This design comes from an exercise in tuning for small area on the open sky130 flow, not from production work. In this exercise RTL edits were held to simulation tests only and were not proved equivalent to the original. Power figures rest on the tool's default switching activity, not on a simulated workload.

==> inputs of nickel <==
==> flow/design.v <==
module branch_checkpoint_table #(
    parameter int CP_DEPTH = 4,
    parameter int D_REG    = 64,
    parameter int S_REG    = 16,
    parameter int ROB_LEN  = 32,
    localparam int IDW     = $clog2(CP_DEPTH),
    localparam int CW      = IDW + 1,
    localparam int DW      = $clog2(D_REG),
    localparam int SW      = $clog2(S_REG),
    localparam int RW      = $clog2(ROB_LEN)
) (
    input  logic                  clk,
    input  logic                  rst,
    input  logic                  alloc_valid,
    input  logic [D_REG-1:0]      alloc_r_free_list,
    input  logic [S_REG-1:0]      alloc_s_free_list,
    input  logic [15:0][DW-1:0]   alloc_d_translation,
    input  logic [SW-1:0]         alloc_s_translation,
    input  logic [RW-1:0]         alloc_rob_tail,
    output logic [IDW-1:0]        alloc_id,
    output logic                  full,
    output logic                  empty,
    input  logic                  resolve_valid,
    input  logic [IDW-1:0]        resolve_id,
    input  logic                  resolve_mispredict,
    input  logic                  free_valid,
    input  logic [DW-1:0]         free_reg,
    output logic [D_REG-1:0]      frl_r_cp,
    output logic [S_REG-1:0]      frl_s_cp,
    output logic [15:0][DW-1:0]   tt_d_cp,
    output logic [SW-1:0]         tt_s_cp,
    output logic [RW-1:0]         rob_tail_cp
);
    localparam int STW = S_REG + 16*DW + SW + RW;
    logic [CP_DEPTH-1:0][D_REG-1:0]     r_free_r;
    logic [CP_DEPTH-1:0][STW-1:0]       stat_r;
    logic [CP_DEPTH-1:0]  valid_r;
    logic [IDW-1:0]       head_r;
    logic [IDW-1:0]       tail_r;
    logic [CW-1:0]        count_r;
    logic                 full_r;
    logic                 empty_r;
    logic                 correct_s;
    logic                 mispredict_s;
    logic                 alloc_s;
    logic [IDW-1:0]       resolve_pos_s;
    logic [CP_DEPTH-1:0]  valid_mid_s;
    logic [IDW-1:0]       tail_mid_s;
    logic [CW-1:0]        count_mid_s;
    logic [CP_DEPTH-1:0]  valid_next_s;
    logic [IDW-1:0]       tail_next_s;
    logic [CW-1:0]        count_alloc_s;
    logic [IDW-1:0]       head_next_s;
    logic [CW-1:0]        count_next_s;
    always_comb begin
        correct_s     = resolve_valid && !resolve_mispredict && valid_r[resolve_id];
        mispredict_s  = resolve_valid && resolve_mispredict && valid_r[resolve_id];
        alloc_s       = alloc_valid && !full_r && !(resolve_valid && resolve_mispredict);
        resolve_pos_s = resolve_id - head_r;
        valid_mid_s   = valid_r;
        tail_mid_s    = tail_r;
        count_mid_s   = count_r;
        if (correct_s) begin
            valid_mid_s[resolve_id] = 1'b0;
        end else if (mispredict_s) begin
            for (int i = 0; i < CP_DEPTH; i++) begin
                if ((IDW'(i) - head_r) >= resolve_pos_s) begin
                    valid_mid_s[i] = 1'b0;
                end
            end
            tail_mid_s  = resolve_id;
            count_mid_s = {1'b0, resolve_pos_s};
        end
        valid_next_s  = valid_mid_s;
        tail_next_s   = tail_mid_s;
        count_alloc_s = count_mid_s;
        if (alloc_s) begin
            valid_next_s[tail_r] = 1'b1;
            tail_next_s          = tail_r + IDW'(1);
            count_alloc_s        = count_mid_s + CW'(1);
        end
        if ((count_mid_s != CW'(0)) && !valid_mid_s[head_r]) begin
            head_next_s  = head_r + IDW'(1);
            count_next_s = count_alloc_s - CW'(1);
        end else begin
            head_next_s  = head_r;
            count_next_s = count_alloc_s;
        end
    end
    always_ff @(posedge clk or posedge rst) begin
        if (rst) begin
            valid_r <= '0;
            head_r  <= '0;
            tail_r  <= '0;
            count_r <= '0;
            full_r  <= 1'b0;
            empty_r <= 1'b1;
        end else begin
            valid_r <= valid_next_s;
            head_r  <= head_next_s;
            tail_r  <= tail_next_s;
            count_r <= count_next_s;
            full_r  <= (count_next_s == CW'(CP_DEPTH));
            empty_r <= (count_next_s == CW'(0));
        end
    end
    logic [CP_DEPTH-1:0] we_s;
    logic [D_REG-1:0]    fdec_s;
    always_comb begin
        for (int i = 0; i < CP_DEPTH; i++)
            we_s[i] = alloc_s && (tail_r == IDW'(i));
        for (int r = 0; r < D_REG; r++)
            fdec_s[r] = free_valid && (free_reg == DW'(r));
    end
    logic [STW-1:0] alloc_stat_s;
    assign alloc_stat_s = {alloc_s_free_list, alloc_d_translation,
                           alloc_s_translation, alloc_rob_tail};
    always_ff @(posedge clk) begin
        for (int i = 0; i < CP_DEPTH; i++) begin
            r_free_r[i] <= (we_s[i] ? alloc_r_free_list : r_free_r[i]) | fdec_s;
            if (we_s[i])
                stat_r[i] <= alloc_stat_s;
        end
    end
    assign alloc_id    = tail_r;
    assign full        = full_r;
    assign empty       = empty_r;
    logic [CP_DEPTH-1:0] rsel_s;
    logic [D_REG-1:0]    rd_free_s;
    logic [STW-1:0]      rd_stat_s;
    always_comb begin
        rd_free_s = '0;
        rd_stat_s = '0;
        for (int i = 0; i < CP_DEPTH; i++) begin
            rsel_s[i] = (resolve_id == IDW'(i));
            rd_free_s = rd_free_s | ({D_REG{rsel_s[i]}} & r_free_r[i]);
            rd_stat_s = rd_stat_s | ({STW{rsel_s[i]}} & stat_r[i]);
        end
    end
    assign frl_r_cp = rd_free_s;
    assign {frl_s_cp, tt_d_cp, tt_s_cp, rob_tail_cp} = rd_stat_s;
endmodule
==> flow/flow/run.sh <==
#!/bin/bash
set -euo pipefail
SRC="VERILOG_FILES=$PWD/flow/mapped.v"
CTS="CTS_ARGS=-sink_clustering_enable -repair_clock_nets -dont_use_dummy_load -buf_list {sky130_fd_sc_hd__clkbuf_8} -sink_clustering_size 18 -sink_clustering_max_diameter 50"
bash standard.sh "$SRC" synth > synth_make.log 2>&1
bash standard.sh "$SRC" \
  "BUFFER_PORTS_ARGS=-buffer_cell sky130_fd_sc_hd__buf_1" \
  "$CTS" \
  finish > orfs_make.log 2>&1
==> flow/flow/mapped.v <==
// branch_checkpoint_table
// Keeps one rename-state snapshot (free lists, translation maps, ROB tail) per
// in-flight branch. Entries are allocated in program order at the tail,
// released out of order on resolve, and retired from the head one per cycle.
// A mispredict discards the resolving entry and every younger one, and the
// stored snapshot of the resolving entry is presented combinationally so the
// hazard controller can restore in the same cycle.
//
// Area-oriented implementation: the snapshot payload has no reset (an entry's
// payload is only observable while it is live, and it is always written when
// it becomes live), and released registers are forwarded into every entry's
// data free list regardless of liveness (a dead entry's contents are never
// observed and are overwritten on its next allocation).

`ifndef NUM_D_REG
`define NUM_D_REG 64
`endif
`ifndef NUM_S_REG
`define NUM_S_REG 16
`endif
`ifndef ROB_LENGTH
`define ROB_LENGTH 32
`endif

module branch_checkpoint_table #(
    parameter int CP_DEPTH = 4,
    parameter int D_REG    = `NUM_D_REG,
    parameter int S_REG    = `NUM_S_REG,
    parameter int ROB_LEN  = `ROB_LENGTH,
    localparam int IDW     = $clog2(CP_DEPTH),
    localparam int CW      = IDW + 1,
    localparam int DW      = $clog2(D_REG),
    localparam int SW      = $clog2(S_REG),
    localparam int RW      = $clog2(ROB_LEN)
) (
    input  logic                  clk,
    input  logic                  rst,
    // checkpoint capture
    input  logic                  alloc_valid,
    input  logic [D_REG-1:0]      alloc_r_free_list,
    input  logic [S_REG-1:0]      alloc_s_free_list,
    input  logic [15:0][DW-1:0]   alloc_d_translation,
    input  logic [SW-1:0]         alloc_s_translation,
    input  logic [RW-1:0]         alloc_rob_tail,
    output logic [IDW-1:0]        alloc_id,
    output logic                  full,
    output logic                  empty,
    // branch resolution
    input  logic                  resolve_valid,
    input  logic [IDW-1:0]        resolve_id,
    input  logic                  resolve_mispredict,
    // registers released by commit
    input  logic                  free_valid,
    input  logic [DW-1:0]         free_reg,
    // recovery snapshot of entry resolve_id
    output logic [D_REG-1:0]      frl_r_cp,
    output logic [S_REG-1:0]      frl_s_cp,
    output logic [15:0][DW-1:0]   tt_d_cp,
    output logic [SW-1:0]         tt_s_cp,
    output logic [RW-1:0]         rob_tail_cp
);

    // Static part of a snapshot (written only on allocation)
    localparam int STW = S_REG + 16*DW + SW + RW;

    // Payload storage
    logic [CP_DEPTH-1:0][D_REG-1:0]     r_free_r;
    logic [CP_DEPTH-1:0][STW-1:0]       stat_r;

    // Bookkeeping
    logic [CP_DEPTH-1:0]  valid_r;
    logic [IDW-1:0]       head_r;
    logic [IDW-1:0]       tail_r;
    logic [CW-1:0]        count_r;
    logic                 full_r;
    logic                 empty_r;

    // Next-state signals
    logic                 correct_s;
    logic                 mispredict_s;
    logic                 alloc_s;
    logic [IDW-1:0]       resolve_pos_s;
    logic [CP_DEPTH-1:0]  valid_mid_s;
    logic [IDW-1:0]       tail_mid_s;
    logic [CW-1:0]        count_mid_s;
    logic [CP_DEPTH-1:0]  valid_next_s;
    logic [IDW-1:0]       tail_next_s;
    logic [CW-1:0]        count_alloc_s;
    logic [IDW-1:0]       head_next_s;
    logic [CW-1:0]        count_next_s;

    // Resolve, allocate and retire decisions for this cycle
    always_comb begin
        correct_s     = resolve_valid && !resolve_mispredict && valid_r[resolve_id];
        mispredict_s  = resolve_valid && resolve_mispredict && valid_r[resolve_id];
        // A mispredict request blocks allocation even if its id is stale
        alloc_s       = alloc_valid && !full_r && !(resolve_valid && resolve_mispredict);
        // Position of the resolving entry counted from the oldest live entry
        resolve_pos_s = resolve_id - head_r;

        valid_mid_s   = valid_r;
        tail_mid_s    = tail_r;
        count_mid_s   = count_r;
        if (correct_s) begin
            valid_mid_s[resolve_id] = 1'b0;
        end else if (mispredict_s) begin
            for (int i = 0; i < CP_DEPTH; i++) begin
                if ((IDW'(i) - head_r) >= resolve_pos_s) begin
                    valid_mid_s[i] = 1'b0;
                end
            end
            tail_mid_s  = resolve_id;
            count_mid_s = {1'b0, resolve_pos_s};
        end

        valid_next_s  = valid_mid_s;
        tail_next_s   = tail_mid_s;
        count_alloc_s = count_mid_s;
        if (alloc_s) begin
            valid_next_s[tail_r] = 1'b1;
            tail_next_s          = tail_r + IDW'(1);
            count_alloc_s        = count_mid_s + CW'(1);
        end

        if ((count_mid_s != CW'(0)) && !valid_mid_s[head_r]) begin
            head_next_s  = head_r + IDW'(1);
            count_next_s = count_alloc_s - CW'(1);
        end else begin
            head_next_s  = head_r;
            count_next_s = count_alloc_s;
        end
    end

    // Pointer, occupancy and status-flag registers
    always_ff @(posedge clk or posedge rst) begin
        if (rst) begin
            valid_r <= '0;
            head_r  <= '0;
            tail_r  <= '0;
            count_r <= '0;
            full_r  <= 1'b0;
            empty_r <= 1'b1;
        end else begin
            valid_r <= valid_next_s;
            head_r  <= head_next_s;
            tail_r  <= tail_next_s;
            count_r <= count_next_s;
            full_r  <= (count_next_s == CW'(CP_DEPTH));
            empty_r <= (count_next_s == CW'(0));
        end
    end

    // Write enables and released-register decode
    logic [CP_DEPTH-1:0] we_s;
    logic [D_REG-1:0]    fdec_s;
    always_comb begin
        for (int i = 0; i < CP_DEPTH; i++)
            we_s[i] = alloc_s && (tail_r == IDW'(i));
        for (int r = 0; r < D_REG; r++)
            fdec_s[r] = free_valid && (free_reg == DW'(r));
    end

    logic [STW-1:0] alloc_stat_s;
    assign alloc_stat_s = {alloc_s_free_list, alloc_d_translation,
                           alloc_s_translation, alloc_rob_tail};

    // Snapshot payload registers (no reset)
    // Data free list: next = (we ? alloc : q) | released, one a221o per bit
    logic [CP_DEPTH-1:0]            wen_s;
    logic [CP_DEPTH-1:0][D_REG-1:0] r_free_nx_s;
    assign wen_s = ~we_s;
    for (genvar gi = 0; gi < CP_DEPTH; gi++) begin : g_fn
        for (genvar gb = 0; gb < D_REG; gb++) begin : g_b
            sky130_fd_sc_hd__a221o_1 u_nx (
                .A1(wen_s[gi]), .A2(r_free_r[gi][gb]),
                .B1(we_s[gi]),  .B2(alloc_r_free_list[gb]),
                .C1(fdec_s[gb]), .X(r_free_nx_s[gi][gb]));
        end
    end

    always_ff @(posedge clk) begin
        for (int i = 0; i < CP_DEPTH; i++) begin
            r_free_r[i] <= r_free_nx_s[i];
            if (we_s[i])
                stat_r[i] <= alloc_stat_s;
        end
    end

    assign alloc_id    = tail_r;
    assign full        = full_r;
    assign empty       = empty_r;

    // Zero-latency recovery read of the resolving entry: one-hot select,
    // a222oi over entries 0..2, nand2 for entry 3, nand2 to combine
    logic [CP_DEPTH-1:0] rsel_s;
    always_comb
        for (int i = 0; i < CP_DEPTH; i++)
            rsel_s[i] = (resolve_id == IDW'(i));

    logic [D_REG-1:0] rd_free_s;
    logic [STW-1:0]   rd_stat_s;
    for (genvar gb = 0; gb < D_REG; gb++) begin : g_free
        logic n1, n2;
        sky130_fd_sc_hd__a222oi_1 u_a (
            .A1(rsel_s[0]), .A2(r_free_r[0][gb]),
            .B1(rsel_s[1]), .B2(r_free_r[1][gb]),
            .C1(rsel_s[2]), .C2(r_free_r[2][gb]), .Y(n1));
        sky130_fd_sc_hd__nand2_1 u_b (.A(rsel_s[3]), .B(r_free_r[3][gb]), .Y(n2));
        sky130_fd_sc_hd__nand2_1 u_c (.A(n1), .B(n2), .Y(rd_free_s[gb]));
    end
    for (genvar gb = 0; gb < STW; gb++) begin : g_stat
        logic n1, n2;
        sky130_fd_sc_hd__a222oi_1 u_a (
            .A1(rsel_s[0]), .A2(stat_r[0][gb]),
            .B1(rsel_s[1]), .B2(stat_r[1][gb]),
            .C1(rsel_s[2]), .C2(stat_r[2][gb]), .Y(n1));
        sky130_fd_sc_hd__nand2_1 u_b (.A(rsel_s[3]), .B(stat_r[3][gb]), .Y(n2));
        sky130_fd_sc_hd__nand2_1 u_c (.A(n1), .B(n2), .Y(rd_stat_s[gb]));
    end

    assign frl_r_cp = rd_free_s;
    assign {frl_s_cp, tt_d_cp, tt_s_cp, rob_tail_cp} = rd_stat_s;

endmodule
==> flow/standard.sh <==
#!/bin/bash
# synth_recipe.tcl (not shown) runs the flow's synth.tcl, then flattens the netlist and writes it again
# the make line also repeats each setting of config.mk as NAME=value (left out here)
make -C /OpenROAD-flow-scripts/flow DESIGN_CONFIG=/design/flow/config.mk WORK_HOME=/design/flow/orfs CLKGATE_MAP_FILE= SYNTH_SCRIPT=/design/flow/synth_recipe.tcl "${@:-finish}"
==> flow/config.mk <==
export PLATFORM = sky130hd
export DESIGN_NAME = branch_checkpoint_table
export DESIGN_NICKNAME = branch_checkpoint_table
export VERILOG_FILES = /design/flow/design.v
export SDC_FILE = /design/flow/constraint.sdc
export NUM_CORES = 4
export LEC_CHECK = 0
export CAP_MARGIN = 20
export CORE_MARGIN = 2
export CORE_UTILIZATION = 40
export SLEW_MARGIN = 20
==> flow/constraint.sdc <==
create_clock -name core_clock -period 5.0 [get_ports {clk}]
set_input_delay 1.0000 -clock core_clock [delete_from_list [all_inputs] [get_ports {clk}]]
set_output_delay 1.0000 -clock core_clock [all_outputs]
set_load 0.01 [all_outputs]
==> garnet: changes against nickel <==
==> flow/flow/run.sh (replaced) <==
#!/bin/bash
set -euo pipefail
SRC="VERILOG_FILES=$PWD/flow/mapped.v"
CTS="CTS_ARGS=-sink_clustering_enable -repair_clock_nets -dont_use_dummy_load -buf_list {sky130_fd_sc_hd__clkbuf_4} -sink_clustering_size 10 -sink_clustering_max_diameter 40"
bash standard.sh "$SRC" synth > synth_make.log 2>&1
bash standard.sh "$SRC" \
  "BUFFER_PORTS_ARGS=-buffer_cell sky130_fd_sc_hd__buf_1" \
  "$CTS" \
  finish > orfs_make.log 2>&1
--- a/flow/flow/mapped.v
+++ b/flow/flow/mapped.v
@@ -167,6 +167,31 @@
     // Snapshot payload registers (no reset)
+    localparam int NB = D_REG + STW;   // payload bits per entry
+    localparam int GW = 8;            // write-enable copies per entry
+    localparam int GN = 3;            // inverted write-enable copies per entry
+    localparam int GR = 8;            // read-select copies
+
+    logic                alloc_n_s;
+    logic [CP_DEPTH-1:0] tail_oh_s, tail_ohn_s;
+    always_comb begin
+        alloc_n_s = !alloc_s;
+        for (int i = 0; i < CP_DEPTH; i++) begin
+            tail_oh_s[i]  = (tail_r == IDW'(i));
+            tail_ohn_s[i] = !(tail_r == IDW'(i));
+        end
+    end
+
+    // Write enables we = alloc & (tail == i), replicated per group of bits
+    logic [GW-1:0][CP_DEPTH-1:0] weg_s;
+    logic [GN-1:0][CP_DEPTH-1:0] weng_s;
+    for (genvar gi = 0; gi < CP_DEPTH; gi++) begin : g_we
+        for (genvar gg = 0; gg < GW; gg++) begin : g_w
+            sky130_fd_sc_hd__nor2_1 u_we (.A(alloc_n_s), .B(tail_ohn_s[gi]), .Y(weg_s[gg][gi]));
+        end
+        for (genvar gg = 0; gg < GN; gg++) begin : g_n
+            sky130_fd_sc_hd__nand2_1 u_wen (.A(alloc_s), .B(tail_oh_s[gi]), .Y(weng_s[gg][gi]));
+        end
+    end
+
     // Data free list: next = (we ? alloc : q) | released, one a221o per bit
-    logic [CP_DEPTH-1:0]            wen_s;
     logic [CP_DEPTH-1:0][D_REG-1:0] r_free_nx_s;
-    assign wen_s = ~we_s;
     for (genvar gi = 0; gi < CP_DEPTH; gi++) begin : g_fn
@@ -174,4 +199,4 @@
             sky130_fd_sc_hd__a221o_1 u_nx (
-                .A1(wen_s[gi]), .A2(r_free_r[gi][gb]),
-                .B1(we_s[gi]),  .B2(alloc_r_free_list[gb]),
+                .A1(weng_s[(gb * GN) / D_REG][gi]), .A2(r_free_r[gi][gb]),
+                .B1(weg_s[(gb * GW) / NB][gi]),     .B2(alloc_r_free_list[gb]),
                 .C1(fdec_s[gb]), .X(r_free_nx_s[gi][gb]));
@@ -180,7 +205,11 @@
 
-    always_ff @(posedge clk) begin
-        for (int i = 0; i < CP_DEPTH; i++) begin
-            r_free_r[i] <= r_free_nx_s[i];
-            if (we_s[i])
-                stat_r[i] <= alloc_stat_s;
+    always_ff @(posedge clk)
+        r_free_r <= r_free_nx_s;
+
+    // Static payload: bit b of the entry is payload bit D_REG + b
+    for (genvar gi = 0; gi < CP_DEPTH; gi++) begin : g_st
+        for (genvar gb = 0; gb < STW; gb++) begin : g_b
+            always_ff @(posedge clk)
+                if (weg_s[((D_REG + gb) * GW) / NB][gi])
+                    stat_r[gi][gb] <= alloc_stat_s[gb];
         end
@@ -192,32 +221,30 @@
 
-    // Zero-latency recovery read of the resolving entry: one-hot select,
-    // a222oi over entries 0..2, nand2 for entry 3, nand2 to combine
-    logic [CP_DEPTH-1:0] rsel_s;
-    always_comb
-        for (int i = 0; i < CP_DEPTH; i++)
-            rsel_s[i] = (resolve_id == IDW'(i));
-
-    logic [D_REG-1:0] rd_free_s;
-    logic [STW-1:0]   rd_stat_s;
-    for (genvar gb = 0; gb < D_REG; gb++) begin : g_free
+    // Zero-latency recovery read of the resolving entry. Active-low one-hot
+    // selects t, one copy per group of bits; out = AND_i (t_i | q_i), built as
+    // nor2(o22ai(entries 0, 1), o22ai(entries 2, 3)).
+    logic [CP_DEPTH-1:0][NB-1:0] q_all_s;
+    logic [NB-1:0]               rd_all_s;
+    logic [GR-1:0][CP_DEPTH-1:0] tsel_s;
+    for (genvar gi = 0; gi < CP_DEPTH; gi++) begin : g_q
+        assign q_all_s[gi] = {stat_r[gi], r_free_r[gi]};
+    end
+    for (genvar gg = 0; gg < GR; gg++) begin : g_sel
+        sky130_fd_sc_hd__or2_1    u_t0 (.A(resolve_id[0]), .B(resolve_id[1]), .X(tsel_s[gg][0]));
+        sky130_fd_sc_hd__nand2b_1 u_t1 (.A_N(resolve_id[1]), .B(resolve_id[0]), .Y(tsel_s[gg][1]));
+        sky130_fd_sc_hd__nand2b_1 u_t2 (.A_N(resolve_id[0]), .B(resolve_id[1]), .Y(tsel_s[gg][2]));
+        sky130_fd_sc_hd__nand2_1  u_t3 (.A(resolve_id[0]), .B(resolve_id[1]), .Y(tsel_s[gg][3]));
+    end
+    for (genvar gb = 0; gb < NB; gb++) begin : g_rd
         logic n1, n2;
-        sky130_fd_sc_hd__a222oi_1 u_a (
-            .A1(rsel_s[0]), .A2(r_free_r[0][gb]),
-            .B1(rsel_s[1]), .B2(r_free_r[1][gb]),
-            .C1(rsel_s[2]), .C2(r_free_r[2][gb]), .Y(n1));
-        sky130_fd_sc_hd__nand2_1 u_b (.A(rsel_s[3]), .B(r_free_r[3][gb]), .Y(n2));
-        sky130_fd_sc_hd__nand2_1 u_c (.A(n1), .B(n2), .Y(rd_free_s[gb]));
-    end
-    for (genvar gb = 0; gb < STW; gb++) begin : g_stat
-        logic n1, n2;
-        sky130_fd_sc_hd__a222oi_1 u_a (
-            .A1(rsel_s[0]), .A2(stat_r[0][gb]),
-            .B1(rsel_s[1]), .B2(stat_r[1][gb]),
-            .C1(rsel_s[2]), .C2(stat_r[2][gb]), .Y(n1));
-        sky130_fd_sc_hd__nand2_1 u_b (.A(rsel_s[3]), .B(stat_r[3][gb]), .Y(n2));
-        sky130_fd_sc_hd__nand2_1 u_c (.A(n1), .B(n2), .Y(rd_stat_s[gb]));
-    end
-
-    assign frl_r_cp = rd_free_s;
-    assign {frl_s_cp, tt_d_cp, tt_s_cp, rob_tail_cp} = rd_stat_s;
+        sky130_fd_sc_hd__o22ai_1 u_a (
+            .A1(tsel_s[(gb * GR) / NB][0]), .A2(q_all_s[0][gb]),
+            .B1(tsel_s[(gb * GR) / NB][1]), .B2(q_all_s[1][gb]), .Y(n1));
+        sky130_fd_sc_hd__o22ai_1 u_b (
+            .A1(tsel_s[(gb * GR) / NB][2]), .A2(q_all_s[2][gb]),
+            .B1(tsel_s[(gb * GR) / NB][3]), .B2(q_all_s[3][gb]), .Y(n2));
+        sky130_fd_sc_hd__nor2_1  u_c (.A(n1), .B(n2), .Y(rd_all_s[gb]));
+    end
+
+    assign frl_r_cp = rd_all_s[D_REG-1:0];
+    assign {frl_s_cp, tt_d_cp, tt_s_cp, rob_tail_cp} = rd_all_s[NB-1:D_REG];
 
--- a/flow/config.mk
+++ b/flow/config.mk
@@ -9,3 +9,3 @@
 export CORE_MARGIN = 2
-export CORE_UTILIZATION = 40
+export CORE_UTILIZATION = 65
 export SLEW_MARGIN = 20
==> qor summary <==
| metric | garnet | nickel |
|---|---|---|
| Placer congestion estimate | 0.867 | 0.832 |
| Critical Path Max Stage Delay | 0.69 ns | 0.60 ns |
| Fraction of layout cells with a size suffix above 1 | 8.43% | 6.43% |
| Share of total power in sequential cells | 57.9% | 56.0% |
| Status | complete, no violations | complete, no violations |
| Internal Pwr Total | 10.9 mW | 11.4 mW |
| Final hold slack | 0.193 ns | 0.320 ns |
| Reg2Reg Depth | 12 | 10 |
| Switching share of power | 30.4% | 29.9% |
| Cell Pwr Density | 514 nW/µm² | 517 nW/µm² |
| Flip-flop and latch share of the layout cell area | 65.5% | 63.8% |
| Number of standard cells in the final layout excluding fillers | 2925 | 3167 |
| R2R setup slack | 1.83 ns | 1.87 ns |
| Number of multi-input logic gates | 1067 | 1009 |
| Combinational power | 3.96 mW | 4.01 mW |

-- separate check: timing with driven ports --
No port has a modelled driver above. Below, the same layouts with a new extraction and two added sets of constraints.
Step 1, drivers: a clkbuf_16 drives clk and a buf_2 each remaining input, both assumed.
Step 2 moves the port delays by t, midway between the first and last clock arrival at a register: inputs arrive t later, outputs are due t later. That takes back most of the time a late clock gives input paths.
a / b / c = no drivers / after step 1 / after step 2; a / b = the first two.
run | t (ns) | slack for setup (ns) | clock arrival spread, ns | worst slew at a driven data input, ns
nickel | 0.700 | 0.959 / 0.885 / 0.885 | 0.091 / 0.090 | 0.12
garnet | 0.847 | 0.861 / 0.837 / 0.505 | 0.087 / 0.087 | 0.14
After both steps setup and hold are still met in every run listed. The setup slack of garnet, which loses most, moves by -0.024 ns with the drivers and by -0.356 ns with both steps.
